Context: an optimization exercise on an open-source flow, tuned for small area and a short achievable clock period. The choices shown serve that exercise and are no tape-out recipe.
The RTL was checked by simulation tests, not by an equivalence proof against the original design.

## flow/design.v (module list and top-level ports; edited modules follow where they fit)
// module gemv_booth_enc: 77 lines
// module gemv_dot_pipe: 1973 lines
// module gemv_stream_engine: 173 lines
module gemv_stream_engine (
  input  logic        clk,
  input  logic        rst_n,
  input  logic        start_i,
  input  logic        accum_i,
  input  logic [47:0] w_i,
  input  logic        a_valid_i,
  output logic        a_ready_o,
  input  logic [47:0] a_row_i,
  output logic        o_valid_o,
  input  logic        o_ready_i,
  output logic [15:0] o_data_o,
  output logic [1:0]  o_idx_o,
  output logic        busy_o,
  output logic        done_o,
  output logic        ovf_o
);
  // ...
==> flow/flow/run.sh <==
#!/bin/bash
# Standard layout with two changes:
#  - the port buffers that buffer_ports inserts are buf_4 instead of the tool's default
#    pick (a delay buffer), so the ports' buffers are fast;
#  - after the standard synthesis, flow/polarity.py chooses for each full adder whether it
#    works on true or complemented signals (a full adder is self-dual), which removes most
#    of the inverters that the adder extraction leaves between full adders. Registers and
#    all other cells are unchanged.
set -e
echo "export BUFFER_PORTS_ARGS = -buffer_cell sky130_fd_sc_hd__buf_4" >> config.mk
bash standard.sh synth > synth.log 2>&1
R=orfs/results/sky130hd/gemv_stream_engine/base
python3 flow/polarity.py $R/1_2_yosys.v $R/1_2_yosys_pol.v > polarity.log 2>&1
cp $R/1_2_yosys.v $R/1_2_yosys_std.v
cp $R/1_2_yosys_pol.v $R/1_2_yosys.v
rm -f $R/1_synth.odb $R/1_synth.sdc
bash standard.sh > standard.log 2>&1
==> flow/flow/polarity.py <==
#!/usr/bin/env python3
"""Full-adder polarity pass on a flat sky130 netlist written by Yosys.

A full adder is self-dual: complementing its three inputs complements both outputs.
Yosys's adder extraction leaves inverters between full adders and between the
logic that feeds them and the full adders. This pass chooses, for every fa cell,
whether it works on true or complemented signals so that as few inverters as
possible are needed, then rebuilds the inverters: every signal that some load
needs complemented gets exactly one inverter.

usage: polarity.py IN.v OUT.v
"""
import re
import sys

src = open(sys.argv[1]).read()

cell_re = re.compile(r'^  (sky130_fd_sc_hd__\w+) (\S+)\s+\((.*?)\n  \);\n', re.S | re.M)
pin_re = re.compile(r'\.(\w+)\(((?:\\\S+ )|[^()]*?)\)')

OUTPINS = {'X', 'Y', 'Q', 'Q_N', 'SUM', 'COUT', 'HI', 'LO'}

cells = []   # [type, name, [(pin, net)]]
spans = []
for m in cell_re.finditer(src):
    pins = [(p, n.strip()) for p, n in pin_re.findall(m.group(3))]
    cells.append([m.group(1), m.group(2), pins])
    spans.append((m.start(), m.end()))

port_names = set()
hdr = re.search(r'module \w+\((.*?)\);', src, re.S)
for p in hdr.group(1).split(','):
    port_names.add(p.strip())

def is_port(net):
    base = net.lstrip('\\').split('[')[0].strip()
    return base in port_names

driver = {}
for ci, (t, name, pins) in enumerate(cells):
    for p, n in pins:
        if p in OUTPINS:
            driver[n] = (ci, p)

INV = 'sky130_fd_sc_hd__inv_1'
FA = 'sky130_fd_sc_hd__fa_1'

# removable inverters: input not a port, output not a port
inv_cells = set()
for ci, (t, name, pins) in enumerate(cells):
    if t == INV:
        d = dict(pins)
        if not is_port(d['A']) and not is_port(d['Y']) and not d['A'].startswith(("1'", "0'")):
            inv_cells.add(ci)

inv_in = {}
for ci in inv_cells:
    d = dict(cells[ci][2])
    inv_in[d['Y']] = d['A']

def literal(net):
    """(base net, polarity) through chains of removable inverters."""
    pol = 0
    seen = 0
    while net in inv_in and seen < 50:
        net = inv_in[net]
        pol ^= 1
        seen += 1
    return net, pol

# loads: every input pin of a kept cell, as (cell, pin, base, pol)
loads = []
for ci, (t, name, pins) in enumerate(cells):
    if ci in inv_cells:
        continue
    for p, n in pins:
        if p in OUTPINS:
            continue
        b, pol = literal(n)
        loads.append((ci, p, b, pol))

# port nets driven by a removable inverter chain are also loads (keep them driven)
# (excluded above: inverters with port outputs are not removable)

fa_cells = [ci for ci, c in enumerate(cells) if c[0] == FA]
flip = {ci: 0 for ci in fa_cells}

by_base = {}
for L in loads:
    by_base.setdefault(L[2], []).append(L)

def drv_flip(base):
    d = driver.get(base)
    if d and d[0] in flip:
        return flip[d[0]]
    return 0

def needs_inv(base):
    f = drv_flip(base)
    for ci, p, b, pol in by_base.get(base, []):
        if pol ^ flip.get(ci, 0) ^ f:
            return True
    return False

def cost_of(bases):
    return sum(1 for b in bases if needs_inv(b))

def touched(ci):
    bs = set()
    for p, n in cells[ci][2]:
        if p in OUTPINS:
            bs.add(n)
        else:
            bs.add(literal(n)[0])
    return bs

before = cost_of(by_base.keys())
for it in range(20):
    changed = 0
    for ci in fa_cells:
        bs = touched(ci)
        c0 = cost_of(bs)
        flip[ci] ^= 1
        c1 = cost_of(bs)
        if c1 < c0:
            changed += 1
        else:
            flip[ci] ^= 1
    if not changed:
        break
after = cost_of(by_base.keys())
sys.stderr.write(f"inverters: {len(inv_cells)} removable before, {before} needed as is, {after} after {sum(flip.values())} flips\n")

def esc(n):
    return n + ' ' if n.startswith('\\') else n

# rebuild
conn = {}   # (ci, pin) -> net
new_cells = []
need = {}
for ci, p, b, pol in loads:
    want = pol ^ flip.get(ci, 0) ^ drv_flip(b)
    if want:
        if b not in need:
            nn = f"_pol{len(need)}_"
            need[b] = nn
        conn[(ci, p)] = need[b]
    else:
        conn[(ci, p)] = b
# fa outputs keep their nets; a flipped fa's nets now carry complements, which the
# loads above already account for.

out = []
pos = 0
wires = []
for ci, (t, name, pins) in enumerate(cells):
    s, e = spans[ci]
    out.append(src[pos:s])
    pos = e
    if ci in inv_cells:
        continue
    plist = []
    for p, n in pins:
        if p not in OUTPINS:
            n = conn[(ci, p)]
        plist.append(f"    .{p}({esc(n)})")
    out.append(f"  {t} {esc(name)} (\n" + ",\n".join(plist) + "\n  );\n")
for b, nn in need.items():
    wires.append(f"  wire {nn};\n")
    out.append(f"  {INV} {nn}inv (\n    .A({esc(b)}),\n    .Y({nn})\n  );\n")
out.append(src[pos:])
res = "".join(out)
# declare the new wires after the module header's port list
i = res.index(';', res.index('module ')) + 2
res = res[:i] + "".join(wires) + res[i:]
open(sys.argv[2], 'w').write(res)
==> flow/standard.sh <==
#!/bin/bash
# synth_recipe.tcl (not shown) runs the flow's synth.tcl, then flattens the netlist and writes it again
# the make line also repeats each setting of config.mk as NAME=value (left out here)
make -C /OpenROAD-flow-scripts/flow DESIGN_CONFIG=/design/flow/config.mk WORK_HOME=/design/flow/orfs CLKGATE_MAP_FILE= SYNTH_SCRIPT=/design/flow/synth_recipe.tcl "${@:-finish}"
==> flow/config.mk <==
export PLATFORM = sky130hd
export DESIGN_NAME = gemv_stream_engine
export DESIGN_NICKNAME = gemv_stream_engine
export VERILOG_FILES = /design/flow/design.v
export SDC_FILE = /design/flow/constraint.sdc
export NUM_CORES = 4
export LEC_CHECK = 0
export ABC_AREA = 1
export CAP_MARGIN = 20
export CORE_MARGIN = 2
export CORE_UTILIZATION = 40
export CTS_BUF_LIST = sky130_fd_sc_hd__clkbuf_16
export CTS_CLUSTER_SIZE = 40
export SETUP_SLACK_MARGIN = 4.75
export SLEW_MARGIN = 20
export TNS_END_PERCENT = 5
export BUFFER_PORTS_ARGS = -buffer_cell sky130_fd_sc_hd__buf_4
==> flow/constraint.sdc <==
create_clock -name core_clock -period 9.0 [get_ports {clk}]
set_input_delay 1.8000 -clock core_clock [delete_from_list [all_inputs] [get_ports {clk}]]
set_output_delay 1.8000 -clock core_clock [all_outputs]
set_load 0.01 [all_outputs]
==> results.yml, run 1 <==
clocking:
  clock_tree.root_cell: "clkbuf_16"
  clk_pin_slew_ns: 0.06
  cts_buffer_depth: 3
outcome:
  outcome: "no timing/DRC/antenna violations"
routing:
  wl_per_cell_um: 23.6
  wl_met2_um: 46200
  routed.top_layer: "met4"
  route.detailed.drc: 0
cells_and_area:
  clock_buffers: 44
  layout_commonest_cell: "fa_1"
sta:
  hold_violations: 0
  fin_crit_sh_pct: 46.1
  setup_viol: 0
global_routing:
  grt_usage_pct: 23.6
critical_path:
  crit_path_start_kind: "register"
  crit_end: "s2d_q[15]$_DFFE_PN_"
  worst-path-buf-inv: 3
  cpPeakStageDelay_ns: 0.63
  worstPathRequired_ns: 9.33
place:
  hpwl_um: 80300
die:
  rows: 103
  dieArea_um2: 82700
hold_path:
  hold_class: "register to register"
  hold-path-endpoint: "ovf_q$_DFFE_PN0P_"
==> inputs of run 2 (changes only) <==
--- a/flow/config.mk
+++ b/flow/config.mk
@@ -9,9 +9,9 @@
 export CAP_MARGIN = 20
 export CORE_MARGIN = 2
 export CORE_UTILIZATION = 40
-export CTS_BUF_LIST = sky130_fd_sc_hd__clkbuf_16
-export CTS_CLUSTER_SIZE = 40
-export SETUP_SLACK_MARGIN = 4.75
+export CTS_BUF_LIST = sky130_fd_sc_hd__clkbuf_8
+export CTS_CLUSTER_SIZE = 30
+export SETUP_SLACK_MARGIN = 4.55
 export SLEW_MARGIN = 20
 export TNS_END_PERCENT = 5
 export BUFFER_PORTS_ARGS = -buffer_cell sky130_fd_sc_hd__buf_4
==> results.yml, run 2 <==
outcome:
  outcome: "no timing/DRC/antenna violations"
routing:
  viasPerCell: 5.48
  drt_wl_total_um: 98300
  postRouteAntennaNets: 0
  wl_per_cell_um: 23.8
  vias: 22700
  drt-pass1-iter-count: 5
  first_iter_violations: 1987
  route.detailed.drc: 0
logic_synthesis:
  synth_cells: 2975
  avgSynthCellArea_um2: 10.8
  ys_warn_count: 1
  syn_area_um2: 32200
  synth_nets: 3614
cells_and_area:
  largest_reg_flops: 72
  final_cell_mix: "417 x fa_1, 376 x xnor2_1, 355 x nand2_1, 347 x o22ai_1, 334 x edfxtp_1"
  top_register: "sel_q"
  area_delta_synth_final_pct: 10.4
  final_core_util_pct: 44.8
  final_nets: 3671
  largestRegisters: "sel_q (72), row_q (48)"
  layout_commonest_cell: "fa_1"
  drive_gt1_share_pct: 10.3
critical_path:
  worstPathRequired_ns: 9.40
  cpPeakStageDelay_ns: 1.04
  crit_path_end_kind: "register"
  crit_top_cell: "fa_1"
  critPathKind: "register to register"
  critical_path.top_delay_family: "adder cells"
  cp-startpoint: "sel_q[59]$_DFFE_PP_"
  cp_max_fo: 18
  crit_chain: "xnor2_1 > o22ai_1 > fa_1 > fa_1 > fa_1 > fa_1 > fa_1"
  crit_arrival_ns: 4.74
  worst-path-buf-inv: 0
  r2r_start: "sel_q[59]$_DFFE_PP_"
  crit_path_top_delay_cell: "edfxtp_1"
  crit_path_start_kind: "register"
die:
  io_pins: 125
  rows: 103
  fp.dieW_um: 288
  dieHeight_um: 288
  coreArea_um2: 79300
  initial_utilization_pct: 40.6
  dieArea_um2: 82700
sta:
  hold_violations: 0
  tightest_slew_ns: 1.13
  fmax_mhz: 230
  setup_viol: 0
  slew_headroom_pct: 24.7
  fin_skew_ns: 0.0405
  fin_crit_sh_pct: 48.2
  layout_min_cycle_time_ns: 4.34
  maxSlewViolCount: 0
  rsz0062_at_grt: "yes"
  setup_tns_ns: 0
clocking:
  htree_levels: 3
  cts_buffer_depth: 3
  clkSinkCount: 367
  clock_tree.root_cell: "clkbuf_8"
  cts_made_buffers: 70
  cts_tree: "yes"
  clock_latency_ns: 0.67
  clk_pin_slew_ns: 0.06
place:
  hpwl_um: 80500
  portBuffers: 124
  globalplace.congestion: 0.975
global_routing:
  grt_remaining_overflow: 0
  grt_usage_pct: 23.9
  grt_pass1_vias: 23200
  antenna_found_initial: 2
  grt_max_degree: 94
  grt_pass1_wl_um: 146000
hold_path:
  hold_class: "register to register"
  hold_start: "s1_valid_q$_DFFE_PN0N_"
run:
  cap_violations: 0
run 2: cell count changes in the layout (fill, tap and decap cells not counted), sizes merged, moves of 3 or more:
cell | previous run | this run
clkbuf | 44 | 72
buf | 202 | 165
bufinv | 3 | 6
clkinvlp | 6 | 3
clkinv | 30 | 38
inv | 277 | 292
run 2: timing repair:
| action | CTS | global route |
|---|---|---|
| resized for setup | 0 | 3 |
| hold buffers | 0 | 0 |
| endpoints found under the setup margin | 0 | 25 |
| setup buffers | 0 | 16 |
| hold endpoints to repair | 0 | 0 |
run 2: per-layer routing:
| layer | routed length (um) | up-vias | GRT usage (%) |
|---|---|---|---|
| met5 | 0 | - | 0 |
| met3 | 6830 | 167 | 3.98 |
| met1 | 41600 | 11400 | 32.3 |
| met4 | 3320 | 0 | 7.98 |
| li1 | - | 10200 | - |
| met2 | 46500 | 872 | 39.2 |
run 2: final cells by class:
type	count	area, um2
fillers	7505	43700
multi-input cells	2145	19500
flip-flops and latches	367	10900
well taps	1050	1310
repair buffers	165	1300
inverters	283	1070
clock buffers	72	991
clock inverters	56	445
diodes	1	2.50
run 2: per-stage QoR:
stage / instance area, um2 / hold WS, ns / cells / worst slack [ns]
after detailed placement: 33900 / 0.477 / 3993 / 4.45
final: 35500 / 0.486 / 4139 / 4.66
after floorplan: 32200 / 0.453 / 2975 / 4.56
after global routing: 35500 / 0.536 / 4139 / 4.53
after CTS: 35300 / 0.491 / 4121 / 4.57
after global placement: 33900 / 0.483 / 3993 / 4.46
run 2: tightest hold or removal path, stage by stage (launching register included):
cell	delay (ns)
dfrtp_1	0.34
nand2_1	0.05
o21ai_0	0.05
run 2: path summary, 6_finish.rpt:
check,to,slack (ns),cells after the start
setup / recovery,s2d_q[18]$_DFFE_PN_,4.66,7
hold / removal,s1_valid_q$_DFFE_PN0N_,0.49,2
setup reg to reg,s2d_q[18]$_DFFE_PN_,4.66,7
hold reg to reg,s1_valid_q$_DFFE_PN0N_,0.49,2
max in group asynchronous,out_data_q[3]$_DFFE_PN0P_,7.59,1
min in group asynchronous,acc_vld_q[0]$_DFFE_PN0P_,1.08,1
==> inputs of run 3 (changes only) <==
--- a/flow/config.mk
+++ b/flow/config.mk
@@ -11,7 +11,7 @@
 export CORE_UTILIZATION = 40
 export CTS_BUF_LIST = sky130_fd_sc_hd__clkbuf_8
 export CTS_CLUSTER_SIZE = 30
-export SETUP_SLACK_MARGIN = 4.55
+export SETUP_SLACK_MARGIN = 5.0
 export SLEW_MARGIN = 20
 export TNS_END_PERCENT = 5
 export BUFFER_PORTS_ARGS = -buffer_cell sky130_fd_sc_hd__buf_4
==> results.yml, run 3 <==
outcome:
  outcome: "no timing/DRC/antenna violations"
cells_and_area:
  n_antenna_cell: 0
  final_cell_mix: "409 x fa_1, 371 x xnor2_1, 354 x nand2_1, 346 x o22ai_1, 334 x edfxtp_1"
  top_register: "sel_q"
  multiInputGateArea_um2: 19600
  seqCellArea_um2: 10900
  final_nets: 3827
  largest_reg_flops: 72
  layout_commonest_cell: "fa_1"
  fillers: 7321
  area_delta_synth_final_pct: 15.9
  instances_no_fill: 4293
  drive_gt1_share_pct: 16.3
  largestRegisters: "sel_q (72), row_q (48)"
die:
  io_pins: 125
  fp.dieW_um: 288
  rows: 103
  dieArea_um2: 82700
  coreArea_um2: 79300
  initial_utilization_pct: 40.6
  dieHeight_um: 288
routing:
  routed.top_layer: "met4"
  wl_per_cell_um: 23.5
  drt-pass1-iter-count: 5
  first_iter_violations: 2121
  vias: 23400
  route.detailed.drc: 0
  viasPerCell: 5.46
  wl_met2_um: 47700
  drt_wl_total_um: 101000
  postRouteAntennaNets: 0
  wl_met1_um: 41600
  route.met3.wl_um: 7360
place:
  numPlacedInstances: 3993
  portBuffers: 124
  hpwl_um: 80000
  globalplace.congestion: 0.967
clocking:
  cts_made_buffers: 70
  clock_tree.root_cell: "clkbuf_8"
  ctsHoldBuffers: 0
  clk_pin_slew_ns: 0.05
  cts_buffer_depth: 3
  htree_levels: 3
  clkSinkCount: 367
  clock_latency_ns: 0.70
  cts_tree: "yes"
critical_path:
  crit_path_end_kind: "register"
  critical_path.top_delay_family: "adder cells"
  worstPathRequired_ns: 9.36
  r2r_setup_slack_ns: 5.00
  crit_chain: "clkinvlp_4 > o22ai_1 > fa_1 > fa_1 > fa_1 > fa_1 > fa_1"
  cp_max_fo: 15
  cpPeakStageDelay_ns: 0.54
  worst-path-buf-inv: 1
  crit_arrival_ns: 4.36
  crit_top_cell: "fa_1"
  crit_path_start_kind: "register"
  r2r_start: "sel_q[51]$_DFFE_PP_"
  crit_path_top_delay_cell: "fa_1"
  r2r_cells: 7
  r2r_end: "s2d_q[16]$_DFFE_PN_"
  critPathKind: "register to register"
sta:
  fmax_mhz: 250
  setup_tns_ns: 0
  fin_skew_ns: 0.0791
  fin_crit_sh_pct: 44.5
  layout_min_cycle_time_ns: 4.00
  rsz0062_at_grt: "yes"
  fin_hold_ws_ns: 0.492
  maxSlewViolCount: 0
  slew_headroom_pct: 32.8
  tightest_slew_ns: 1.01
  hold_violations: 0
  setup_viol: 0
hold_path:
  hold-path-endpoint: "ovf_q$_DFFE_PN0P_"
  hold_start: "ovf_q$_DFFE_PN0P_"
  hold_class: "register to register"
  hold_depth: 1
global_routing:
  antenna_found_initial: 1
  grt_pass1_wl_um: 149000
  grt_remaining_overflow: 0
  grt_max_degree: 67
  grt_usage_pct: 24.4
  grt_pass1_vias: 24000
logic_synthesis:
  avgSynthCellArea_um2: 10.8
  ys_warn_count: 1
  syn_area_um2: 32200
  synth_cells: 2975
  synth_nets: 3614
run:
  cap_violations: 0
==> run 3: routing by layer <==
layer  vias up  track usage, %
met5         -               0
met1     11700            32.3
li1      10500               -
met2      1004            40.5
met4         0            9.18
met3       217            3.93
==> run 3: layout make-up <==
cell class / count / share of cell area, %
clock buffer: 70 / 2.59
clock inverter: 57 / 1.17
inverter: 283 / 3.17
multi-input combinational: 2145 / 52.7
sequential: 367 / 29.1
tap: 1050 / 3.53
timing repair buffer: 319 / 7.68
timing repair inverter: 2 / 0.0269
==> run 3: worst max path at each step <==
stage	from	to	slack [ns]	cells after the start
final	sel_q[51]$_DFFE_PP_	s2d_q[16]$_DFFE_PN_	5.00	7
after global placement	o_ready_i	acc1_q[26]$_DFFE_PP_	4.35	7
after floorplan	o_ready_i	acc0_q[0]$_DFFE_PP_	4.79	6
after global routing	sel_q[66]$_DFFE_PP_	s2d_q[16]$_DFFE_PN_	4.93	7
after CTS	sel_q[16]$_DFFE_PP_	s2d_q[16]$_DFFE_PN_	5.00	7
after detailed placement	o_ready_i	acc1_q[26]$_DFFE_PP_	4.34	7
==> run 3: stage by stage <==
stage	cell area (um2)	worst slack (ns)	util [%]
after floorplan	32200	4.79	-
after global placement	33900	4.35	42.8
after detailed placement	33900	4.34	42.8
after CTS	36900	5.00	46.5
after global routing	37300	4.93	47.0
final	37300	5.00	47.0
==> run 3: repair_timing <==
item                                    4_1_cts  5_1_grt
pin swaps                                     2        3
gates cloned                                  4        1
endpoints found under the setup margin       68       35
resized for setup                            36       44
setup buffers                               147       19
==> inputs of run 4 (changes only) <==
--- a/flow/config.mk
+++ b/flow/config.mk
@@ -11,7 +11,8 @@
 export CORE_UTILIZATION = 40
 export CTS_BUF_LIST = sky130_fd_sc_hd__clkbuf_8
 export CTS_CLUSTER_SIZE = 30
-export SETUP_SLACK_MARGIN = 5.0
+export PLACE_DENSITY = 0.8
+export SETUP_SLACK_MARGIN = 4.75
 export SLEW_MARGIN = 20
 export TNS_END_PERCENT = 5
 export BUFFER_PORTS_ARGS = -buffer_cell sky130_fd_sc_hd__buf_4
==> results.yml, run 4 <==
sta:
  hold_violations: 0
  worst_slack_ns: 4.83
  setup_viol: 0
  maxSlewViolCount: 0
  rsz0062_at_grt: "yes"
  tightest_slew_ns: 1.09
  fin_skew_ns: 0.0347
  slew_headroom_pct: 26.9
  setup_tns_ns: 0
  fin_crit_sh_pct: 46.3
  layout_min_cycle_time_ns: 4.17
  fmax_mhz: 240
critical_path:
  r2r_cells: 7
  r2r_start: "row_q[44]$_DFFE_PN_"
  r2r_end: "s2d_q[16]$_DFFE_PN_"
  crit_path_end_kind: "register"
  cpPeakStageDelay_ns: 0.78
  crit_arrival_ns: 4.58
  critPathKind: "register to register"
  cp_max_fo: 8
  crit_chain: "xnor2_1 > o22ai_1 > fa_1 > fa_1 > fa_1 > fa_1 > fa_1"
  crit_top_cell: "fa_1"
  r2r_setup_slack_ns: 4.83
  crit_path_start_kind: "register"
  crit_path_top_delay_cell: "edfxtp_1"
  worstPathRequired_ns: 9.41
  cp-startpoint: "row_q[44]$_DFFE_PN_"
logic_synthesis:
  syn_area_um2: 32200
  avgSynthCellArea_um2: 10.8
  synth_nets: 3614
  ys_warn_count: 1
  synth_cells: 2975
run:
  cap_violations: 0
clocking:
  ctsHoldBuffers: 0
  cts_tree: "yes"
  cts_made_buffers: 71
  clock_latency_ns: 0.67
  htree_levels: 3
  cts_buffer_depth: 3
  clkSinkCount: 367
  clk_pin_slew_ns: 0.06
  clock_tree.root_cell: "clkbuf_8"
global_routing:
  grt_busiest_layer: "met2"
  antenna_found_initial: 2
  grt_pass1_wl_um: 144000
  grt_usage_pct: 23.2
  grt_max_degree: 89
  use_met3_pct: 5.97
  grt_pass1_vias: 24200
  grt_remaining_overflow: 0
  gr-usage-met2_pct: 37.6
  grt_use_met1_pct: 29.4
place:
  dp_slack_ns: 4.21
  portBuffers: 124
  hpwl_um: 77900
  numPlacedInstances: 3988
  globalplace.congestion: 1.01
cells_and_area:
  layout_commonest_cell: "fa_1"
  largestRegisters: "sel_q (72), row_q (48)"
  drive_gt1_share_pct: 11.8
  top_register: "sel_q"
  largest_reg_flops: 72
  area_delta_synth_final_pct: 12.2
  final_cell_mix: "417 x fa_1, 376 x xnor2_1, 355 x nand2_1, 347 x o22ai_1, 334 x edfxtp_1"
  final_nets: 3721
  instances_no_fill: 4191
routing:
  drt-pass1-iter-count: 6
  route.detailed.drc: 0
  drt_wl_total_um: 96300
  first_iter_violations: 2368
  viasPerCell: 5.61
  wl_per_cell_um: 23.0
  postRouteAntennaNets: 0
  vias: 23500
die:
  rows: 103
  coreArea_um2: 79300
  dieHeight_um: 288
  dieArea_um2: 82700
  fp.dieW_um: 288
  initial_utilization_pct: 40.6
  io_pins: 125
hold_path:
  hold_start: "ovf_q$_DFFE_PN0P_"
  hold-path-endpoint: "ovf_q$_DFFE_PN0P_"
  hold_class: "register to register"
  hold_depth: 1
outcome:
  outcome: "no timing/DRC/antenna violations"
==> run 4: worst max path at each step <==
stage | endpoint | slack, ns | cells past startpoint
2_1_floorplan | acc1_q[0]$_DFFE_PP_ | 4.77 | 6
3_3_place_gp | acc1_q[1]$_DFFE_PP_ | 4.32 | 7
3_5_place_dp | acc1_q[8]$_DFFE_PP_ | 4.21 | 7
4_1_cts | s2d_q[18]$_DFFE_PN_ | 4.66 | 7
5_1_grt | acc_vld_q[2]$_DFFE_PN0P_ | 4.72 | 9
6_report | s2d_q[16]$_DFFE_PN_ | 4.83 | 7
==> run 4: timing repair <==
item                                   in CTS  in global routing
endpoints found under the hold margin       0                  0
setup endpoints to repair                  58                 83
resized for setup                           7                  6
buffers inserted                           37                 33
pin swaps                                   0                  1
gates cloned                                0                  1
==> run 4: per-layer routing <==
layer  share of wire (%)  routed length (um)  up-vias
met5                   0                   0        -
met1                  38               36800    11600
li1                    -                   -    10300
met2                  47               44800     1269
met3                  10                9690      321
met4                 5.2                4960        0
==> run 4: worst max-delay path, delay by kind of cell, from the launching register on <==
| family | cells | cell delay [ns] |
|---|---|---|
| fa+ha+maj | 5 | 2.56 |
| compound gates | 1 | 0.36 |
| xor+xnor | 1 | 0.19 |
| flops | 1 | 0.78 |
==> run 4: per-stage QoR <==
step                      area (um2)  util, %  hold WS (ns)
after floorplan                32200        -         0.453
after global placement         33800     42.7         0.472
after detailed placement       33800     42.7         0.489
after CTS                      35700     45.1         0.501
after global routing           36100     45.5         0.517
final                          36100     45.5         0.494
==> run 4: cell type report <==
type	count	area, um2
antenna	2	5.00
fill	7198	43200
inverter	283	1080
clock inverter	56	448
sequential	367	10900
timing repair buffer	214	1840
tap	1050	1310
clock buffer	74	1020
multi-input combinational	2145	19500
==> inputs of run 5 (changes only) <==
--- a/flow/config.mk
+++ b/flow/config.mk
@@ -11,7 +11,6 @@
 export CORE_UTILIZATION = 40
 export CTS_BUF_LIST = sky130_fd_sc_hd__clkbuf_8
 export CTS_CLUSTER_SIZE = 30
-export PLACE_DENSITY = 0.8
 export SETUP_SLACK_MARGIN = 4.75
 export SLEW_MARGIN = 20
 export TNS_END_PERCENT = 5
==> results.yml, run 5 <==
routing:
  route.detailed.drc: 0
  vias: 22900
  first_iter_violations: 1756
  viasPerCell: 5.49
  drt-pass1-iter-count: 5
  wl_per_cell_um: 23.4
  drt_wl_total_um: 97800
  postRouteAntennaNets: 0
place:
  portBuffers: 124
  globalplace.congestion: 0.970
  dp_slack_ns: 4.35
  hpwl_um: 80300
logic_synthesis:
  synth_cells: 2975
  avgSynthCellArea_um2: 10.8
  synth_nets: 3614
  ys_warn_count: 1
  syn_area_um2: 32200
global_routing:
  grt_max_degree: 65
  grt_pass1_vias: 23600
  grt_remaining_overflow: 0
  grt_pass1_wl_um: 146000
  grt_usage_pct: 23.8
  antenna_found_initial: 1
critical_path:
  r2r_start: "row_q[30]$_DFFE_PN_"
  worstPathRequired_ns: 9.38
  crit_path_start_kind: "register"
  r2r_setup_slack_ns: 4.83
  cp_max_fo: 8
  crit_arrival_ns: 4.55
  r2r_end: "s2d_q[18]$_DFFE_PN_"
  r2r_cells: 7
  crit_path_end_kind: "register"
  critPathKind: "register to register"
sta:
  rsz0062_at_grt: "yes"
  layout_min_cycle_time_ns: 4.17
  tightest_slew_ns: 0.970
  fin_crit_sh_pct: 46.3
  fin_skew_ns: 0.0450
  slew_headroom_pct: 35.3
  worst_slack_ns: 4.83
  maxSlewViolCount: 0
  setup_viol: 0
  hold_violations: 0
  setup_tns_ns: 0
  fmax_mhz: 240
  fin_hold_ws_ns: 0.502
cells_and_area:
  final_cell_mix: "417 x fa_1, 376 x xnor2_1, 355 x nand2_1, 347 x o22ai_1, 334 x edfxtp_1"
  drive_gt1_share_pct: 11.1
  area_delta_synth_final_pct: 11.3
  layout_commonest_cell: "fa_1"
  final_core_util_pct: 45.2
  largest_reg_flops: 72
  final_nets: 3709
  largestRegisters: "sel_q (72), row_q (48)"
  top_register: "sel_q"
clocking:
  ctsHoldBuffers: 0
  cts_tree: "yes"
  cts_made_buffers: 68
  htree_levels: 3
  clk_pin_slew_ns: 0.05
  clock_latency_ns: 0.69
  cts_buffer_depth: 3
  clock_tree.root_cell: "clkbuf_8"
  clkSinkCount: 367
die:
  fp.dieW_um: 288
  initial_utilization_pct: 40.6
  io_pins: 125
  dieArea_um2: 82700
  dieHeight_um: 288
  coreArea_um2: 79300
  rows: 103
run:
  cap_violations: 0
outcome:
  outcome: "no timing/DRC/antenna violations"
hold_path:
  hold_class: "register to register"
  hold_start: "ovf_q$_DFFE_PN0P_"
  hold-path-endpoint: "ovf_q$_DFFE_PN0P_"
  hold_depth: 1
## run 5: how the worst max path moves through the flow
stage                            startpoint                   end  slack, ns  cells after the start
floorplan                         o_ready_i   acc1_q[0]$_DFFE_PP_       4.77                      6
global placement                  o_ready_i  acc1_q[26]$_DFFE_PP_       4.38                      7
detailed placement                o_ready_i  acc1_q[28]$_DFFE_PP_       4.35                      7
CTS                     sel_q[35]$_DFFE_PP_   s2d_q[18]$_DFFE_PN_       4.72                      7
global route        in_cnt_q[0]$_DFFE_PN0P_   s2d_q[15]$_DFFE_PN_       4.72                     11
finish                  row_q[30]$_DFFE_PN_   s2d_q[18]$_DFFE_PN_       4.83                      7
## run 5: routing by layer
metal  GRT usage (%)  routed length, um
met4            8.48               3430
met2            39.1              46500
met1            31.8              40100
met3            4.18               7720
met5               0                  0
## run 5: cell type report
type                       instances  area, um2
fill                            7442      43400
multi-input combinational       2145      19600
sequential                       367      10900
timing repair buffer             205       1760
tap                             1050       1310
inverter                         283       1070
clock buffer                      69        950
clock inverter                    53        297
antenna                            1       2.50
## run 5: critical path, stage by stage, from the launching register on
cell and delay (ns):
edfxtp_1 0.75, xnor2_1 0.18, o22ai_1 0.45, fa_1 0.56
fa_1 0.52, fa_1 0.41, fa_1 0.52, fa_1 0.48
## run 5: stage by stage
stage,cells,area (um2)
after floorplan,2975,32200
after global routing,4172,35800
after global placement,3993,33900
final,4173,35800
after detailed placement,3993,33900
after CTS,4131,35300
## run 5: what timing repair did
action,in CTS,in global routing
endpoints found under the setup margin,35,26
setup buffers,16,39
resized for setup,5,7
gates cloned,0,0
==> inputs of run 6 (changes only) <==
--- a/flow/config.mk
+++ b/flow/config.mk
@@ -11,7 +11,7 @@
 export CORE_UTILIZATION = 40
 export CTS_BUF_LIST = sky130_fd_sc_hd__clkbuf_8
 export CTS_CLUSTER_SIZE = 30
-export SETUP_SLACK_MARGIN = 4.75
+export SETUP_SLACK_MARGIN = 4.85
 export SLEW_MARGIN = 20
 export TNS_END_PERCENT = 5
 export BUFFER_PORTS_ARGS = -buffer_cell sky130_fd_sc_hd__buf_4
==> results.yml, run 6 <==
cells_and_area:
  final_cell_mix: "417 x fa_1, 376 x xnor2_1, 355 x nand2_1, 347 x o22ai_1, 334 x edfxtp_1"
  final_nets: 3701
  multiInputGateArea_um2: 19600
  layout_commonest_cell: "fa_1"
  fillers: 7440
  seqCellArea_um2: 10900
  top_register: "sel_q"
  n_antenna_cell: 0
  drive_gt1_share_pct: 11.0
  largest_reg_flops: 72
  largestRegisters: "sel_q (72), row_q (48)"
  area_delta_synth_final_pct: 11.4
sta:
  slew_headroom_pct: 36.6
  tightest_slew_ns: 0.952
  setup_viol: 0
  fin_crit_sh_pct: 46.0
  hold_violations: 0
  setup_tns_ns: 0
  maxSlewViolCount: 0
  fmax_mhz: 241
  rsz0062_at_grt: "yes"
  fin_skew_ns: 0.0467
  layout_min_cycle_time_ns: 4.14
critical_path:
  r2r_setup_slack_ns: 4.86
  crit_path_end_kind: "register"
  r2r_cells: 7
  worstPathRequired_ns: 9.39
  r2r_end: "s2d_q[18]$_DFFE_PN_"
  crit_path_start_kind: "register"
  r2r_start: "row_q[42]$_DFFE_PN_"
  crit_arrival_ns: 4.53
  critPathKind: "register to register"
  cp_max_fo: 8
clocking:
  clkSinkCount: 367
  clock_tree.root_cell: "clkbuf_8"
  htree_levels: 3
  clk_pin_slew_ns: 0.05
  clock_latency_ns: 0.69
  cts_tree: "yes"
  cts_buffer_depth: 3
  cts_made_buffers: 68
logic_synthesis:
  synth_cells: 2975
  avgSynthCellArea_um2: 10.8
  ys_warn_count: 1
  syn_area_um2: 32200
  synth_nets: 3614
die:
  coreArea_um2: 79300
  initial_utilization_pct: 40.6
  fp.dieW_um: 288
  dieArea_um2: 82700
  io_pins: 125
  rows: 103
  dieHeight_um: 288
global_routing:
  grt_pass1_wl_um: 147000
  grt_pass1_vias: 23800
  grt_max_degree: 65
  antenna_found_initial: 1
  grt_usage_pct: 24.0
  grt_remaining_overflow: 0
routing:
  route.detailed.drc: 0
  postRouteAntennaNets: 0
  first_iter_violations: 1863
  drt_wl_total_um: 98000
  drt-pass1-iter-count: 5
  viasPerCell: 5.49
  wl_per_cell_um: 23.5
  vias: 22900
hold_path:
  hold-path-endpoint: "ovf_q$_DFFE_PN0P_"
  hold_depth: 1
  hold_start: "ovf_q$_DFFE_PN0P_"
  hold_class: "register to register"
place:
  hpwl_um: 80300
  portBuffers: 124
  globalplace.congestion: 0.970
outcome:
  outcome: "no timing/DRC/antenna violations"
run:
  cap_violations: 0
[run 6: area by class of cell]
type | count | share of cell area (%)
Timing Repair Buffer | 197 | 4.88
Sequential cell | 367 | 30.3
Tap cell | 1050 | 3.67
Clock inverter | 53 | 0.828
Multi-Input combinational cell | 2145 | 54.6
Clock buffer | 69 | 2.65
Inverter | 283 | 3.07
[run 6: worst max path at each step]
stage          slack [ns]                    to  cells after the start                    start
5_1_grt              4.83   s2d_q[15]$_DFFE_PN_                     11  in_cnt_q[0]$_DFFE_PN0P_
4_1_cts              4.84   s2d_q[18]$_DFFE_PN_                     12  in_cnt_q[0]$_DFFE_PN0P_
2_1_floorplan        4.77   acc1_q[0]$_DFFE_PP_                      6                o_ready_i
3_5_place_dp         4.35  acc1_q[28]$_DFFE_PP_                      7                o_ready_i
3_3_place_gp         4.38  acc1_q[26]$_DFFE_PP_                      7                o_ready_i
6_report             4.86   s2d_q[18]$_DFFE_PN_                      7      row_q[42]$_DFFE_PN_
[run 6: metrics by stage]
| step | utilization (%) | hold slack (ns) | setup WS, ns | instances | area, um2 |
|---|---|---|---|---|---|
| 2_1_floorplan | - | 0.453 | 4.77 | 2975 | 32200 |
| 3_3_place_gp | 42.7 | 0.480 | 4.38 | 3993 | 33900 |
| 3_5_place_dp | 42.7 | 0.492 | 4.35 | 3993 | 33900 |
| 4_1_cts | 45.0 | 0.504 | 4.84 | 4156 | 35700 |
| 5_1_grt | 45.2 | 0.535 | 4.83 | 4164 | 35800 |
| 6_report | 45.2 | 0.501 | 4.86 | 4164 | 35800 |
[run 6: what timing repair did]
item / CTS / global route
resized for setup: 11 / 10
hold buffers: 0 / 0
buffers inserted: 41 / 5
endpoints found under the setup margin: 47 / 23
pin swaps: 0 / 1
cloned: 0 / 1
[run 6: metal layers]
metal / up-vias / global-route usage (%) / wire (um)
met5: - / 0 / 0
met4: 0 / 8.84 / 3530
met3: 173 / 4.58 / 8020
met2: 891 / 39.4 / 46600
met1: 11500 / 31.6 / 39900
li1: 10300 / - / -
[run 6: critical path, stage by stage, from the launching register on]
cell and delay, ns:
edfxtp_1 0.80, xnor2_1 0.20, o22ai_1 0.26, fa_1 0.46
fa_1 0.62, fa_1 0.49, fa_1 0.52, fa_1 0.48
==> inputs of run 7 (changes only) <==
--- a/flow/config.mk
+++ b/flow/config.mk
@@ -11,7 +11,7 @@
 export CORE_UTILIZATION = 40
 export CTS_BUF_LIST = sky130_fd_sc_hd__clkbuf_8
 export CTS_CLUSTER_SIZE = 30
-export SETUP_SLACK_MARGIN = 4.85
+export SETUP_SLACK_MARGIN = 4.75
 export SLEW_MARGIN = 20
-export TNS_END_PERCENT = 5
+export TNS_END_PERCENT = 20
 export BUFFER_PORTS_ARGS = -buffer_cell sky130_fd_sc_hd__buf_4
==> results.yml, run 7 <==
outcome:
  outcome: "no timing/DRC/antenna violations"
global_routing:
  grt_remaining_overflow: 0
  grt_pass1_wl_um: 146000
  grt_max_degree: 65
  grt_pass1_vias: 23600
  grt_usage_pct: 23.9
  antenna_found_initial: 1
routing:
  viasPerCell: 5.48
  drt-pass1-iter-count: 5
  first_iter_violations: 1804
  wl_per_cell_um: 23.5
  drt_wl_total_um: 97900
  vias: 22800
  route.detailed.drc: 0
  postRouteAntennaNets: 0
die:
  fp.dieW_um: 288
  initial_utilization_pct: 40.6
  io_pins: 125
  dieArea_um2: 82700
  coreArea_um2: 79300
  rows: 103
  dieHeight_um: 288
clocking:
  cts_made_buffers: 68
  clock_tree.root_cell: "clkbuf_8"
  cts_buffer_depth: 3
  cts_tree: "yes"
  ctsHoldBuffers: 0
  clkSinkCount: 367
  clock_latency_ns: 0.68
  clk_pin_slew_ns: 0.05
  htree_levels: 3
logic_synthesis:
  ys_warn_count: 1
  synth_nets: 3614
  syn_area_um2: 32200
  synth_cells: 2975
  avgSynthCellArea_um2: 10.8
sta:
  layout_min_cycle_time_ns: 4.16
  rsz0062_at_grt: "no"
  fmax_mhz: 240
  fin_skew_ns: 0.0443
  tightest_slew_ns: 0.955
  setup_tns_ns: 0
  fin_crit_sh_pct: 46.3
  maxSlewViolCount: 0
  slew_headroom_pct: 36.3
  worst_slack_ns: 4.84
  hold_violations: 0
  setup_viol: 0
place:
  globalplace.congestion: 0.970
  dp_slack_ns: 4.35
  hpwl_um: 80300
  portBuffers: 124
critical_path:
  crit_path_top_delay_cell: "edfxtp_1"
  worst-path-buf-inv: 0
  r2r_start: "row_q[30]$_DFFE_PN_"
  cp-startpoint: "row_q[30]$_DFFE_PN_"
  crit_arrival_ns: 4.55
  critPathKind: "register to register"
  crit_path_end_kind: "register"
  crit_top_cell: "fa_1"
  cpPeakStageDelay_ns: 0.76
  crit_chain: "xnor2_1 > o22ai_1 > fa_1 > fa_1 > fa_1 > fa_1 > fa_1"
  critical_path.top_delay_family: "adder cells"
  crit_path_start_kind: "register"
  cp_max_fo: 8
  worstPathRequired_ns: 9.38
cells_and_area:
  drive_gt1_share_pct: 10.9
  layout_commonest_cell: "fa_1"
  largest_reg_flops: 72
  final_cell_mix: "417 x fa_1, 376 x xnor2_1, 355 x nand2_1, 347 x o22ai_1, 334 x edfxtp_1"
  largestRegisters: "sel_q (72), row_q (48)"
  final_nets: 3701
  area_delta_synth_final_pct: 11.2
  top_register: "sel_q"
run:
  cap_violations: 0
hold_path:
  hold_class: "register to register"
  hold_start: "ovf_q$_DFFE_PN0P_"
run 7: changes by cell type in the layout (fill, tap and decap cells not counted), sizes merged:
cell,change
diode,+1
clkbuf,-1
buf,+1
clkinv,+1
inv,+1
clkinvlp,-2
run 7: cell type report:
cell class	instances	area, um2
Tap cell	1050	1310
Multi-Input combinational cell	2145	19600
Clock buffer	69	950
Clock inverter	53	297
Timing Repair Buffer	197	1710
Inverter	283	1070
Sequential cell	367	10900
Fill cell	7443	43500
Antenna cell	1	2.50
run 7: what timing repair did:
item	CTS	global route
resized for setup	5	9
cloned	0	0
setup endpoints to repair	35	26
buffers inserted	22	25
run 7: per-layer routing:
metal | global-route usage, % | vias up | routed length, um
li1 | - | 10300 | -
met1 | 31.8 | 11500 | 40800
met2 | 39.2 | 849 | 46500
met3 | 4.18 | 183 | 7230
met4 | 8.40 | 0 | 3420
met5 | 0 | - | 0
run 7: worst paths after layout:
path | to | slack [ns] | cells after the start
worst min-delay path | ovf_q$_DFFE_PN0P_ | 0.50 | 1
max in group asynchronous | out_data_q[3]$_DFFE_PN0P_ | 7.60 | 1
worst max-delay path | s2d_q[18]$_DFFE_PN_ | 4.84 | 7
worst max register to register | s2d_q[18]$_DFFE_PN_ | 4.84 | 7
min in group asynchronous | acc_vld_q[1]$_DFFE_PN0P_ | 1.07 | 1
worst min register to register | ovf_q$_DFFE_PN0P_ | 0.50 | 1
run 7: stage by stage:
stage          hold slack, ns  utilization [%]  cells  cell area [um2]
2_1_floorplan           0.453                -   2975            32200
3_3_place_gp            0.480             42.7   3993            33900
3_5_place_dp            0.492             42.7   3993            33900
4_1_cts                 0.504             44.7   4137            35400
5_1_grt                 0.535             45.1   4164            35800
6_report                0.502             45.1   4165            35800
==> inputs of run 8 (changes only) <==
--- a/flow/flow/polarity.py
+++ b/flow/flow/polarity.py
@@ -41,6 +41,78 @@
     for p, n in pins:
         if p in OUTPINS:
             driver[n] = (ci, p)
+
+TWINS = """
+a2111o_1:a2111oi_1:X:Y a2111o_2:a2111oi_2:X:Y a2111o_4:a2111oi_4:X:Y
+a2111oi_1:a2111o_1:Y:X a2111oi_2:a2111o_2:Y:X a2111oi_4:a2111o_4:Y:X
+a211o_1:a211oi_1:X:Y a211o_2:a211oi_2:X:Y a211o_4:a211oi_4:X:Y a211oi_1:a211o_1:Y:X
+a211oi_2:a211o_2:Y:X a211oi_4:a211o_4:Y:X a21bo_1:a21boi_1:X:Y a21bo_2:a21boi_2:X:Y
+a21bo_4:a21boi_4:X:Y a21boi_1:a21bo_1:Y:X a21boi_2:a21bo_2:Y:X a21boi_4:a21bo_4:Y:X
+a21o_1:a21oi_1:X:Y a21o_2:a21oi_2:X:Y a21o_4:a21oi_4:X:Y a21oi_1:a21o_1:Y:X
+a21oi_2:a21o_2:Y:X a21oi_4:a21o_4:Y:X a221o_1:a221oi_1:X:Y a221o_2:a221oi_2:X:Y
+a221o_4:a221oi_4:X:Y a221oi_1:a221o_1:Y:X a221oi_2:a221o_2:Y:X a221oi_4:a221o_4:Y:X
+a22o_1:a22oi_1:X:Y a22o_2:a22oi_2:X:Y a22o_4:a22oi_4:X:Y a22oi_1:a22o_1:Y:X
+a22oi_2:a22o_2:Y:X a22oi_4:a22o_4:Y:X a2bb2o_1:a2bb2oi_1:X:Y a2bb2o_2:a2bb2oi_2:X:Y
+a2bb2o_4:a2bb2oi_4:X:Y a2bb2oi_1:a2bb2o_1:Y:X a2bb2oi_2:a2bb2o_2:Y:X
+a2bb2oi_4:a2bb2o_4:Y:X a311o_1:a311oi_1:X:Y a311o_2:a311oi_2:X:Y a311o_4:a311oi_4:X:Y
+a311oi_1:a311o_1:Y:X a311oi_2:a311o_2:Y:X a311oi_4:a311o_4:Y:X a31o_1:a31oi_1:X:Y
+a31o_2:a31oi_2:X:Y a31o_4:a31oi_4:X:Y a31oi_1:a31o_1:Y:X a31oi_2:a31o_2:Y:X
+a31oi_4:a31o_4:Y:X a32o_1:a32oi_1:X:Y a32o_2:a32oi_2:X:Y a32o_4:a32oi_4:X:Y
+a32oi_1:a32o_1:Y:X a32oi_2:a32o_2:Y:X a32oi_4:a32o_4:Y:X a41o_1:a41oi_1:X:Y
+a41o_2:a41oi_2:X:Y a41o_4:a41oi_4:X:Y a41oi_1:a41o_1:Y:X a41oi_2:a41o_2:Y:X
+a41oi_4:a41o_4:Y:X and2_1:nand2_1:X:Y and2_2:nand2_2:X:Y and2_4:nand2_4:X:Y
+and2b_1:nand2b_1:X:Y and2b_2:nand2b_2:X:Y and2b_4:nand2b_4:X:Y and3_1:nand3_1:X:Y
+and3_2:nand3_2:X:Y and3_4:nand3_4:X:Y and3b_1:nand3b_1:X:Y and3b_2:nand3b_2:X:Y
+and3b_4:nand3b_4:X:Y and4_1:nand4_1:X:Y and4_2:nand4_2:X:Y and4_4:nand4_4:X:Y
+and4b_1:nand4b_1:X:Y and4b_2:nand4b_2:X:Y and4b_4:nand4b_4:X:Y and4bb_1:nand4bb_1:X:Y
+and4bb_2:nand4bb_2:X:Y and4bb_4:nand4bb_4:X:Y buf_1:clkinv_1:X:Y buf_2:clkinv_2:X:Y
+buf_4:clkinv_4:X:Y clkinv_1:buf_1:Y:X clkinv_2:buf_2:Y:X clkinv_4:buf_4:Y:X
+clkinvlp_2:buf_2:Y:X clkinvlp_4:buf_4:Y:X ebufn_1:einvn_1:Z:Z ebufn_2:einvn_2:Z:Z
+ebufn_4:einvn_4:Z:Z einvn_1:ebufn_1:Z:Z einvn_2:ebufn_2:Z:Z einvn_4:ebufn_4:Z:Z
+inv_1:buf_1:Y:X inv_2:buf_2:Y:X inv_4:buf_4:Y:X mux2_1:mux2i_1:X:Y mux2_2:mux2i_2:X:Y
+mux2_4:mux2i_4:X:Y mux2i_1:mux2_1:Y:X mux2i_2:mux2_2:Y:X mux2i_4:mux2_4:Y:X
+nand2_1:and2_1:Y:X nand2_2:and2_2:Y:X nand2_4:and2_4:Y:X nand2b_1:and2b_1:Y:X
+nand2b_2:and2b_2:Y:X nand2b_4:and2b_4:Y:X nand3_1:and3_1:Y:X nand3_2:and3_2:Y:X
+nand3_4:and3_4:Y:X nand3b_1:and3b_1:Y:X nand3b_2:and3b_2:Y:X nand3b_4:and3b_4:Y:X
+nand4_1:and4_1:Y:X nand4_2:and4_2:Y:X nand4_4:and4_4:Y:X nand4b_1:and4b_1:Y:X
+nand4b_2:and4b_2:Y:X nand4b_4:and4b_4:Y:X nand4bb_1:and4bb_1:Y:X nand4bb_2:and4bb_2:Y:X
+nand4bb_4:and4bb_4:Y:X nor2_1:or2_1:Y:X nor2_2:or2_2:Y:X nor2_4:or2_4:Y:X
+nor2b_1:or2b_1:Y:X nor2b_2:or2b_2:Y:X nor2b_4:or2b_4:Y:X nor3_1:or3_1:Y:X
+nor3_2:or3_2:Y:X nor3_4:or3_4:Y:X nor3b_1:or3b_1:Y:X nor3b_2:or3b_2:Y:X
+nor3b_4:or3b_4:Y:X nor4_1:or4_1:Y:X nor4_2:or4_2:Y:X nor4_4:or4_4:Y:X nor4b_1:or4b_1:Y:X
+nor4b_2:or4b_2:Y:X nor4b_4:or4b_4:Y:X nor4bb_1:or4bb_1:Y:X nor4bb_2:or4bb_2:Y:X
+nor4bb_4:or4bb_4:Y:X o2111a_1:o2111ai_1:X:Y o2111a_2:o2111ai_2:X:Y
+o2111a_4:o2111ai_4:X:Y o2111ai_1:o2111a_1:Y:X o2111ai_2:o2111a_2:Y:X
+o2111ai_4:o2111a_4:Y:X o211a_1:o211ai_1:X:Y o211a_2:o211ai_2:X:Y o211a_4:o211ai_4:X:Y
+o211ai_1:o211a_1:Y:X o211ai_2:o211a_2:Y:X o211ai_4:o211a_4:Y:X o21a_1:o21ai_1:X:Y
+o21a_2:o21ai_2:X:Y o21a_4:o21ai_4:X:Y o21ai_1:o21a_1:Y:X o21ai_2:o21a_2:Y:X
+o21ai_4:o21a_4:Y:X o21ba_1:o21bai_1:X:Y o21ba_2:o21bai_2:X:Y o21ba_4:o21bai_4:X:Y
+o21bai_1:o21ba_1:Y:X o21bai_2:o21ba_2:Y:X o21bai_4:o21ba_4:Y:X o221a_1:o221ai_1:X:Y
+o221a_2:o221ai_2:X:Y o221a_4:o221ai_4:X:Y o221ai_1:o221a_1:Y:X o221ai_2:o221a_2:Y:X
+o221ai_4:o221a_4:Y:X o22a_1:o22ai_1:X:Y o22a_2:o22ai_2:X:Y o22a_4:o22ai_4:X:Y
+o22ai_1:o22a_1:Y:X o22ai_2:o22a_2:Y:X o22ai_4:o22a_4:Y:X o2bb2a_1:o2bb2ai_1:X:Y
+o2bb2a_2:o2bb2ai_2:X:Y o2bb2a_4:o2bb2ai_4:X:Y o2bb2ai_1:o2bb2a_1:Y:X
+o2bb2ai_2:o2bb2a_2:Y:X o2bb2ai_4:o2bb2a_4:Y:X o311a_1:o311ai_1:X:Y o311a_2:o311ai_2:X:Y
+o311a_4:o311ai_4:X:Y o311ai_1:o311a_1:Y:X o311ai_2:o311a_2:Y:X o311ai_4:o311a_4:Y:X
+o31a_1:o31ai_1:X:Y o31a_2:o31ai_2:X:Y o31a_4:o31ai_4:X:Y o31ai_1:o31a_1:Y:X
+o31ai_2:o31a_2:Y:X o31ai_4:o31a_4:Y:X o32a_1:o32ai_1:X:Y o32a_2:o32ai_2:X:Y
+o32a_4:o32ai_4:X:Y o32ai_1:o32a_1:Y:X o32ai_2:o32a_2:Y:X o32ai_4:o32a_4:Y:X
+o41a_1:o41ai_1:X:Y o41a_2:o41ai_2:X:Y o41a_4:o41ai_4:X:Y o41ai_1:o41a_1:Y:X
+o41ai_2:o41a_2:Y:X o41ai_4:o41a_4:Y:X or2_1:nor2_1:X:Y or2_2:nor2_2:X:Y or2_4:nor2_4:X:Y
+or2b_1:nor2b_1:X:Y or2b_2:nor2b_2:X:Y or2b_4:nor2b_4:X:Y or3_1:nor3_1:X:Y
+or3_2:nor3_2:X:Y or3_4:nor3_4:X:Y or3b_1:nor3b_1:X:Y or3b_2:nor3b_2:X:Y
+or3b_4:nor3b_4:X:Y or4_1:nor4_1:X:Y or4_2:nor4_2:X:Y or4_4:nor4_4:X:Y or4b_1:nor4b_1:X:Y
+or4b_2:nor4b_2:X:Y or4b_4:nor4b_4:X:Y or4bb_1:nor4bb_1:X:Y or4bb_2:nor4bb_2:X:Y
+or4bb_4:nor4bb_4:X:Y xnor2_1:xor2_1:Y:X xnor2_2:xor2_2:Y:X xnor2_4:xor2_4:Y:X
+xnor3_1:xor3_1:X:X xnor3_2:xor3_2:X:X xnor3_4:xor3_4:X:X xor2_1:xnor2_1:X:Y
+xor2_2:xnor2_2:X:Y xor2_4:xnor2_4:X:Y xor3_1:xnor3_1:X:X xor3_2:xnor3_2:X:X
+xor3_4:xnor3_4:X:X
+"""
+# cell -> (cell computing the complement with the same inputs, its output pin)
+TWIN = {}
+for it in TWINS.split():
+    a, b, oa, ob = it.split(':')
+    TWIN['sky130_fd_sc_hd__' + a] = ('sky130_fd_sc_hd__' + b, oa, ob)
 
 INV = 'sky130_fd_sc_hd__inv_1'
 FA = 'sky130_fd_sc_hd__fa_1'
@@ -135,12 +207,35 @@
     return n + ' ' if n.startswith('\\') else n
 
 # rebuild
+want = {}
+for ci, p, b, pol in loads:
+    want[(ci, p)] = pol ^ flip.get(ci, 0) ^ drv_flip(b)
+# A signal that every load wants complemented, driven by a cell that has a complementing
+# twin, gets the twin instead of an inverter.
+swap = {}
+for b, ls in by_base.items():
+    ws = [want[(ci, p)] for ci, p, _, _ in ls]
+    d = driver.get(b)
+    if not ws or not all(ws) or d is None or is_port(b):
+        continue
+    dc = cells[d[0]]
+    if d[0] in flip or d[0] in inv_cells or dc[0] not in TWIN:
+        continue
+    tb, oa, ob = TWIN[dc[0]]
+    if d[1] != oa:
+        continue
+    swap[d[0]] = (tb, oa, ob)
+    for ci, p, _, _ in ls:
+        want[(ci, p)] = 0
+for ci, (tb, oa, ob) in swap.items():
+    cells[ci][0] = tb
+    cells[ci][2] = [(ob if p == oa else p, n) for p, n in cells[ci][2]]
+sys.stderr.write(f"{len(swap)} cells swapped for their complementing twins\n")
+
 conn = {}   # (ci, pin) -> net
-new_cells = []
 need = {}
 for ci, p, b, pol in loads:
-    want = pol ^ flip.get(ci, 0) ^ drv_flip(b)
-    if want:
+    if want[(ci, p)]:
         if b not in need:
             nn = f"_pol{len(need)}_"
             need[b] = nn
--- a/flow/config.mk
+++ b/flow/config.mk
@@ -13,5 +13,5 @@
 export CTS_CLUSTER_SIZE = 30
 export SETUP_SLACK_MARGIN = 4.75
 export SLEW_MARGIN = 20
-export TNS_END_PERCENT = 20
+export TNS_END_PERCENT = 5
 export BUFFER_PORTS_ARGS = -buffer_cell sky130_fd_sc_hd__buf_4
==> results.yml, run 8 <==
routing:
  route.detailed.drc: 0
  vias: 23100
  drt_wl_total_um: 106000
  postRouteAntennaNets: 0
  viasPerCell: 5.61
  wl_per_cell_um: 25.7
  drt-pass1-iter-count: 5
  first_iter_violations: 2137
clocking:
  ctsHoldBuffers: 0
  clock_tree.root_cell: "clkbuf_8"
  cts_buffer_depth: 3
  clock_latency_ns: 0.70
  clkSinkCount: 367
  cts_tree: "yes"
  cts_made_buffers: 66
  clk_pin_slew_ns: 0.06
  htree_levels: 3
cells_and_area:
  final_cell_mix: "417 x fa_1, 376 x xnor2_1, 347 x o22ai_1, 335 x nand2_1, 334 x edfxtp_1"
  layout_commonest_cell: "fa_1"
  top_register: "sel_q"
  final_nets: 3654
  drive_gt1_share_pct: 11.6
  area_delta_synth_final_pct: 11.6
  fillers: 7351
  largestRegisters: "sel_q (72), row_q (48)"
  largest_reg_flops: 72
  n_antenna_cell: 0
critical_path:
  worstPathRequired_ns: 9.38
  crit_arrival_ns: 4.62
  crit_path_start_kind: "register"
  crit_path_end_kind: "register"
  critPathKind: "register to register"
  cp_max_fo: 8
place:
  portBuffers: 124
  hpwl_um: 86300
  globalplace.congestion: 0.998
sta:
  setup_viol: 0
  layout_min_cycle_time_ns: 4.25
  maxSlewViolCount: 0
  setup_tns_ns: 0
  hold_violations: 0
  slew_headroom_pct: 37.1
  fmax_mhz: 235
  fin_skew_ns: 0.0576
  rsz0062_at_grt: "yes"
  tightest_slew_ns: 0.943
  fin_crit_sh_pct: 47.2
outcome:
  outcome: "no timing/DRC/antenna violations"
global_routing:
  grt_max_degree: 68
  grt_pass1_vias: 23500
  grt_remaining_overflow: 0
  antenna_found_initial: 0
  grt_usage_pct: 25.7
  grt_pass1_wl_um: 154000
die:
  rows: 103
  dieHeight_um: 287
  io_pins: 125
  initial_utilization_pct: 40.5
  fp.dieW_um: 287
  dieArea_um2: 82400
  coreArea_um2: 79100
logic_synthesis:
  synth_nets: 3550
  avgSynthCellArea_um2: 11.0
  ys_warn_count: 1
  syn_area_um2: 32000
  synth_cells: 2911
run:
  cap_violations: 0
hold_path:
  hold_class: "register to register"
-- run 8: layout make-up --
class,count,area (um2),share of cell area [%]
Multi-Input combinational cell,2145,19700,55.0
Sequential cell,367,10900,30.4
Timing Repair Buffer,216,1840,5.14
Tap cell,1050,1310,3.67
Clock buffer,66,908,2.54
Inverter,219,852,2.38
Clock inverter,50,330,0.924
-- run 8: final timing paths --
kind	cells after the start	from	slack, ns	end
setup / recovery	7	row_q[20]$_DFFE_PN_	4.75	s2d_q[18]$_DFFE_PN_
hold / removal	2	out_data_q[15]$_DFFE_PN0P_	0.49	out_data_q[15]$_DFFE_PN0P_
setup reg to reg	7	row_q[20]$_DFFE_PN_	4.75	s2d_q[18]$_DFFE_PN_
hold reg to reg	2	out_data_q[15]$_DFFE_PN0P_	0.49	out_data_q[15]$_DFFE_PN0P_
max in group asynchronous	1	rst_n	7.63	out_data_q[5]$_DFFE_PN0P_
min in group asynchronous	1	rst_n	1.03	state_q[1]$_DFF_PN0_
-- run 8: worst max-delay path, stage by stage, from the launching register on --
cell and delay, ns:
edfxtp_1 0.83, xnor2_1 0.21, o22ai_1 0.29, fa_1 0.56, fa_1 0.60, fa_1 0.48, fa_1 0.50, fa_1 0.49
-- run 8: layer usage --
metal  track usage, %  up-vias  part of all wire [%]  wire length (um)
li1                 -    10200                     -                 -
met1             35.3    11600                    42             44700
met2             41.4     1030                    47             49400
met3             3.51      201                   6.9              7280
met4             9.67        0                   4.0              4240
met5                0        -                     0                 0
-- run 8: stage by stage --
step / util (%) / setup slack (ns) / hold WS (ns) / cell area (um2) / std cells
2_1_floorplan: - / 4.77 / 0.453 / 32100 / 2911
6_report: 45.2 / 4.75 / 0.493 / 35800 / 4113
4_1_cts: 44.9 / 4.70 / 0.497 / 35500 / 4090
5_1_grt: 45.2 / 4.71 / 0.519 / 35800 / 4113
3_5_place_dp: 42.7 / 4.29 / 0.481 / 33800 / 3927
3_3_place_gp: 42.6 / 4.30 / 0.469 / 33700 / 3925
-- run 8: what timing repair did --
action | CTS | global route
pin swaps | 0 | 1
buffers inserted | 47 | 22
resized for setup | 11 | 11
setup endpoints to repair | 67 | 21
cloned | 0 | 1

## afterwards: timing with drivers on the ports
The results above use ideal ports. As a check the final layouts listed here were re-extracted and re-timed, cells and wires unchanged. Step 1: set_driving_cell puts a clkbuf_16 on clk and a buf_2 on each other input, an assumption about the parent block. Step 2 adds t to the input delays and takes it off the output delays; t is the mean of the earliest and latest rising clock arrival at the registers after step 1. Input paths then give back, and output paths get back, about the clock's delay inside the block. Slacks: no drivers / after step 1 / after step 2; pairs: no drivers / after step 1.
| run | t, ns | setup WS [ns] | worst register clock-pin slew, ns | worst data-port slew with drivers (ns) |
|---|---|---|---|---|
| run 1 | 0.667 | 4.848 / 4.848 / 4.693 | 0.06 / 0.06 | 0.08 |
| run 2 | 0.716 | 4.661 / 4.661 / 4.622 | 0.07 / 0.07 | 0.08 |
| run 3 | 0.720 | 4.999 / 4.995 / 4.680 | 0.06 / 0.06 | 0.06 |
| run 4 | 0.714 | 4.834 / 4.834 / 4.272 | 0.07 / 0.07 | 0.07 |
| run 5 | 0.722 | 4.830 / 4.830 / 4.684 | 0.06 / 0.06 | 0.08 |
| run 6 | 0.730 | 4.857 / 4.857 / 4.686 | 0.07 / 0.07 | 0.08 |
| run 7 | 0.720 | 4.836 / 4.836 / 4.684 | 0.06 / 0.06 | 0.08 |
| run 8 | 0.728 | 4.753 / 4.753 / 4.697 | 0.07 / 0.07 | 0.05 |
After both steps setup and hold are still met in every run listed. For run 4, which loses most, drivers alone change the setup slack by 0.000 ns; drivers and shift together by -0.562 ns.
